Background: an optimization exercise with open tools, aiming at a short achievable clock period and few clock cycles. Do not read the settings as production practice.
Only simulation tests tie the RTL to the original design; equivalence was not proved.
Power is estimated from default activity; no workload was simulated.

==> flow/design.v <==
package lpf_pkg;
  localparam int VALUE_WIDTH = 64;
  localparam int OUT_WIDTH   = 64;
  localparam int CNT_W       = $clog2(VALUE_WIDTH + 1);
  localparam logic [VALUE_WIDTH-1:0] FACTOR_TWO   = VALUE_WIDTH'(2);
  localparam logic [VALUE_WIDTH-1:0] FACTOR_THREE = VALUE_WIDTH'(3);
  localparam logic [VALUE_WIDTH-1:0] VAL_ONE      = VALUE_WIDTH'(1);
  localparam logic STATUS_OK   = 1'b0;
  localparam logic STATUS_ZERO = 1'b1;
  typedef enum logic [1:0] {
    ST_IDLE,
    ST_STRIP,
    ST_DIV,
    ST_DONE
  } lpf_state_t;
  typedef struct packed {
    logic                   start;
    logic [VALUE_WIDTH-1:0] dividend;
    logic [VALUE_WIDTH-1:0] divisor;
  } div_req_t;
  typedef struct packed {
    logic                   done;
    logic [VALUE_WIDTH-1:0] quot;
    logic [VALUE_WIDTH-1:0] rem;
  } div_rsp_t;
endpackage
module lpf_div (
  input  logic              clk,
  input  logic              rst_n,
  input  lpf_pkg::div_req_t req,
  output lpf_pkg::div_rsp_t rsp
);
  logic [lpf_pkg::VALUE_WIDTH-1:0] quo_r, quo_nxt;
  logic [lpf_pkg::VALUE_WIDTH-1:0] rem_r, rem_nxt;
  logic [lpf_pkg::VALUE_WIDTH-1:0] divisor_r, divisor_nxt;
  logic [lpf_pkg::CNT_W-1:0]       cnt_r, cnt_nxt;
  logic                            busy_r, busy_nxt;
  logic                            done_r, done_nxt;
  logic [lpf_pkg::VALUE_WIDTH:0]   shifted;
  logic [lpf_pkg::VALUE_WIDTH:0]   diff;
  logic                            prep_r, prep_nxt;
  logic [6:0]                      lz_q, lz_d, sh;
  always_comb begin
    lz_q = '0;
    lz_d = '0;
    for (int i = 0; i < lpf_pkg::VALUE_WIDTH; i++) begin
      if (quo_r[i])     lz_q = 7'(lpf_pkg::VALUE_WIDTH - 1 - i);
      if (divisor_r[i]) lz_d = 7'(lpf_pkg::VALUE_WIDTH - 1 - i);
    end
    if (lz_q + (7'(lpf_pkg::VALUE_WIDTH - 1) - lz_d) > 7'(lpf_pkg::VALUE_WIDTH - 1))
      sh = 7'(lpf_pkg::VALUE_WIDTH - 1);
    else
      sh = lz_q + (7'(lpf_pkg::VALUE_WIDTH - 1) - lz_d);
  end
  always_comb begin
    shifted     = {rem_r, quo_r[lpf_pkg::VALUE_WIDTH-1]};
    diff        = shifted - {1'b0, divisor_r};
    quo_nxt     = quo_r;
    rem_nxt     = rem_r;
    divisor_nxt = divisor_r;
    cnt_nxt     = cnt_r;
    busy_nxt    = busy_r;
    done_nxt    = 1'b0;
    prep_nxt    = 1'b0;
    if (req.start) begin
      quo_nxt     = req.dividend;
      rem_nxt     = '0;
      divisor_nxt = req.divisor;
      cnt_nxt     = lpf_pkg::CNT_W'(lpf_pkg::VALUE_WIDTH);
      prep_nxt    = 1'b1;
    end else if (prep_r) begin
      {rem_nxt, quo_nxt} = {{lpf_pkg::VALUE_WIDTH{1'b0}}, quo_r} << sh;
      cnt_nxt     = lpf_pkg::CNT_W'(lpf_pkg::VALUE_WIDTH) - lpf_pkg::CNT_W'(sh);
      busy_nxt    = 1'b1;
    end else if (busy_r) begin
      if (!diff[lpf_pkg::VALUE_WIDTH]) begin
        rem_nxt = diff[lpf_pkg::VALUE_WIDTH-1:0];
        quo_nxt = {quo_r[lpf_pkg::VALUE_WIDTH-2:0], 1'b1};
      end else begin
        rem_nxt = shifted[lpf_pkg::VALUE_WIDTH-1:0];
        quo_nxt = {quo_r[lpf_pkg::VALUE_WIDTH-2:0], 1'b0};
      end
      cnt_nxt = cnt_r - lpf_pkg::CNT_W'(1);
      if (cnt_r == lpf_pkg::CNT_W'(1)) begin
        busy_nxt = 1'b0;
        done_nxt = 1'b1;
      end
    end
  end
  always_ff @(posedge clk) begin
    if (!rst_n) begin
      busy_r <= 1'b0;
      done_r <= 1'b0;
      prep_r <= 1'b0;
      cnt_r  <= '0;
    end else begin
      busy_r <= busy_nxt;
      done_r <= done_nxt;
      prep_r <= prep_nxt;
      cnt_r  <= cnt_nxt;
    end
  end
  always_ff @(posedge clk) begin
    quo_r     <= quo_nxt;
    rem_r     <= rem_nxt;
    divisor_r <= divisor_nxt;
  end
  assign rsp.done = done_r;
  assign rsp.quot = quo_r;
  assign rsp.rem  = rem_r;
endmodule
module largest_prime_factor (
  input  logic                          clk,
  input  logic                          rst_n,
  input  logic                          in_valid,
  output logic                          in_stall,
  input  logic [lpf_pkg::OUT_WIDTH-1:0] in_value,
  output logic                          out_valid,
  input  logic                          out_stall,
  output logic [lpf_pkg::OUT_WIDTH-1:0] out_largest_factor,
  output logic                          out_status
);
  lpf_pkg::lpf_state_t             state_r, state_nxt;
  logic [lpf_pkg::VALUE_WIDTH-1:0] q_r, q_nxt;
  logic [lpf_pkg::VALUE_WIDTH-1:0] d_r, d_nxt;
  logic [lpf_pkg::VALUE_WIDTH-1:0] best_r, best_nxt;
  logic                            err_r, err_nxt;
  logic [lpf_pkg::VALUE_WIDTH-1:0] out_factor_r, out_factor_nxt;
  logic                            out_status_r, out_status_nxt;
  logic                            out_valid_r, out_valid_nxt;
  logic [lpf_pkg::VALUE_WIDTH-1:0] in_masked;
  lpf_pkg::div_req_t               div_req;
  lpf_pkg::div_rsp_t               div_rsp;
  lpf_div u_div (
    .clk   (clk),
    .rst_n (rst_n),
    .req   (div_req),
    .rsp   (div_rsp)
  );
  assign in_masked = in_value[lpf_pkg::VALUE_WIDTH-1:0];
  assign in_stall  = (state_r != lpf_pkg::ST_IDLE);
  always_comb begin
    state_nxt        = state_r;
    q_nxt            = q_r;
    d_nxt            = d_r;
    best_nxt         = best_r;
    err_nxt          = err_r;
    out_factor_nxt   = out_factor_r;
    out_status_nxt   = out_status_r;
    out_valid_nxt    = out_valid_r && out_stall;
    div_req.start    = 1'b0;
    div_req.dividend = q_r;
    div_req.divisor  = d_r;
    case (state_r)
      lpf_pkg::ST_IDLE: begin
        if (in_valid) begin
          best_nxt = '0;
          if (in_masked == '0) begin
            err_nxt   = lpf_pkg::STATUS_ZERO;
            state_nxt = lpf_pkg::ST_DONE;
          end else begin
            err_nxt   = lpf_pkg::STATUS_OK;
            q_nxt     = in_masked;
            state_nxt = lpf_pkg::ST_STRIP;
          end
        end
      end
      lpf_pkg::ST_STRIP: begin
        if (!q_r[0]) begin
          q_nxt    = q_r >> 1;
          best_nxt = lpf_pkg::FACTOR_TWO;
        end else if (q_r == lpf_pkg::VAL_ONE) begin
          state_nxt = lpf_pkg::ST_DONE;
        end else begin
          d_nxt            = lpf_pkg::FACTOR_THREE;
          div_req.start    = 1'b1;
          div_req.divisor  = lpf_pkg::FACTOR_THREE;
          state_nxt        = lpf_pkg::ST_DIV;
        end
      end
      lpf_pkg::ST_DIV: begin
        if (div_rsp.done) begin
          if (div_rsp.rem == '0) begin
            q_nxt    = div_rsp.quot;
            best_nxt = d_r;
            if (div_rsp.quot == lpf_pkg::VAL_ONE) begin
              state_nxt = lpf_pkg::ST_DONE;
            end else begin
              div_req.start    = 1'b1;
              div_req.dividend = div_rsp.quot;
            end
          end else if (div_rsp.quot < d_r) begin
            best_nxt  = q_r;
            state_nxt = lpf_pkg::ST_DONE;
          end else begin
            d_nxt           = d_r + lpf_pkg::FACTOR_TWO;
            div_req.start   = 1'b1;
            div_req.divisor = d_r + lpf_pkg::FACTOR_TWO;
          end
        end
      end
      lpf_pkg::ST_DONE: begin
        if (!out_valid_r || !out_stall) begin
          out_factor_nxt = best_r;
          out_status_nxt = err_r;
          out_valid_nxt  = 1'b1;
          state_nxt      = lpf_pkg::ST_IDLE;
        end
      end
      default: begin
        state_nxt = lpf_pkg::ST_IDLE;
      end
    endcase
  end
  always_ff @(posedge clk) begin
    if (!rst_n) begin
      state_r     <= lpf_pkg::ST_IDLE;
      out_valid_r <= 1'b0;
    end else begin
      state_r     <= state_nxt;
      out_valid_r <= out_valid_nxt;
    end
  end
  always_ff @(posedge clk) begin
    q_r          <= q_nxt;
    d_r          <= d_nxt;
    best_r       <= best_nxt;
    err_r        <= err_nxt;
    out_factor_r <= out_factor_nxt;
    out_status_r <= out_status_nxt;
  end
  assign out_valid          = out_valid_r;
  assign out_largest_factor = lpf_pkg::OUT_WIDTH'(out_factor_r);
  assign out_status         = out_status_r;
endmodule
Settings: LEC_CHECK=0, CAP_MARGIN=20, CORE_MARGIN=2, CORE_UTILIZATION=40, SLEW_MARGIN=20; clock period 8.0 ns.
run.sh (not shown) runs the stock make flow with config.mk's settings and CLKGATE_MAP_FILE= SYNTH_SCRIPT=/design/flow/synth_recipe.tcl, a recipe that flattens the netlist after the stock synthesis.
The baseline completed with no timing, DRC or antenna violations.
Testbench counts at the start, summed over its fixed seeds: cycles 1,432,159.
Next try:
--- a/flow/design.v
+++ b/flow/design.v
@@ -38,20 +38,6 @@
   logic                            done_r, done_nxt;
   logic [lpf_pkg::VALUE_WIDTH:0]   shifted;
   logic [lpf_pkg::VALUE_WIDTH:0]   diff;
-  logic                            prep_r, prep_nxt;
-  logic [6:0]                      lz_q, lz_d, sh;
-  always_comb begin
-    lz_q = '0;
-    lz_d = '0;
-    for (int i = 0; i < lpf_pkg::VALUE_WIDTH; i++) begin
-      if (quo_r[i])     lz_q = 7'(lpf_pkg::VALUE_WIDTH - 1 - i);
-      if (divisor_r[i]) lz_d = 7'(lpf_pkg::VALUE_WIDTH - 1 - i);
-    end
-    if (lz_q + (7'(lpf_pkg::VALUE_WIDTH - 1) - lz_d) > 7'(lpf_pkg::VALUE_WIDTH - 1))
-      sh = 7'(lpf_pkg::VALUE_WIDTH - 1);
-    else
-      sh = lz_q + (7'(lpf_pkg::VALUE_WIDTH - 1) - lz_d);
-  end
   always_comb begin
     shifted     = {rem_r, quo_r[lpf_pkg::VALUE_WIDTH-1]};
     diff        = shifted - {1'b0, divisor_r};
@@ -61,16 +47,17 @@
     cnt_nxt     = cnt_r;
     busy_nxt    = busy_r;
     done_nxt    = 1'b0;
-    prep_nxt    = 1'b0;
     if (req.start) begin
       quo_nxt     = req.dividend;
+      cnt_nxt     = lpf_pkg::CNT_W'(lpf_pkg::VALUE_WIDTH);
+      for (int s = 5; s >= 0; s--) begin
+        if ((quo_nxt >> (lpf_pkg::VALUE_WIDTH - (1 << s))) == '0) begin
+          quo_nxt = quo_nxt << (1 << s);
+          cnt_nxt = cnt_nxt - lpf_pkg::CNT_W'(1 << s);
+        end
+      end
       rem_nxt     = '0;
       divisor_nxt = req.divisor;
-      cnt_nxt     = lpf_pkg::CNT_W'(lpf_pkg::VALUE_WIDTH);
-      prep_nxt    = 1'b1;
-    end else if (prep_r) begin
-      {rem_nxt, quo_nxt} = {{lpf_pkg::VALUE_WIDTH{1'b0}}, quo_r} << sh;
-      cnt_nxt     = lpf_pkg::CNT_W'(lpf_pkg::VALUE_WIDTH) - lpf_pkg::CNT_W'(sh);
       busy_nxt    = 1'b1;
     end else if (busy_r) begin
       if (!diff[lpf_pkg::VALUE_WIDTH]) begin
@@ -91,12 +78,10 @@
     if (!rst_n) begin
       busy_r <= 1'b0;
       done_r <= 1'b0;
-      prep_r <= 1'b0;
       cnt_r  <= '0;
     end else begin
       busy_r <= busy_nxt;
       done_r <= done_nxt;
-      prep_r <= prep_nxt;
       cnt_r  <= cnt_nxt;
     end
   end
Worst setup slack gets better by 0.39 ns.
Non-clock buffer count fell by 57.
Final area decreases by about 6%.
Count of clock-buffer cells in the layout goes up by 6.
Cell count is lower by about 7%.
Maximum frequency rose by 5.6%.
Area after synthesis is lower by 5.3%.
Worst hold slack degrades by 0.046 ns.
Synthesized cell count fell by about 6.6%.
Core utilization shrinks by 0.23 points.
Wire length falls by about 17%.
Combinational power drops by about 22%.
Clock skew rises by 0.0067 ns.
Testbench counts after the change, summed over its fixed seeds: cycles 1,869,403.

[static timing again, ports no longer ideal]
The results above use ideal ports. As a check the final layouts listed here were re-extracted and re-timed, cells and wires unchanged. Step 1 sets driving cells, clkbuf_16 on the clock port and buf_2 on the other inputs (assumed; they add their load-dependent delay and slew). Step 2 also shifts input and output timing later by t, the mid clock arrival at the registers, as if the neighbouring blocks saw the same clock. Slacks: no drivers / after step 1 / after step 2; pairs: no drivers / after step 1.
run	shift t [ns]	setup WS [ns]	clock arrival spread, ns	worst slew at a driven data input, ns
the first run	0.700	0.649 / 0.649 / 0.649	0.040 / 0.041	0.07
the second run	0.728	1.036 / 1.036 / 1.036	0.047 / 0.047	0.07
After both steps setup and hold are still met in every run listed.
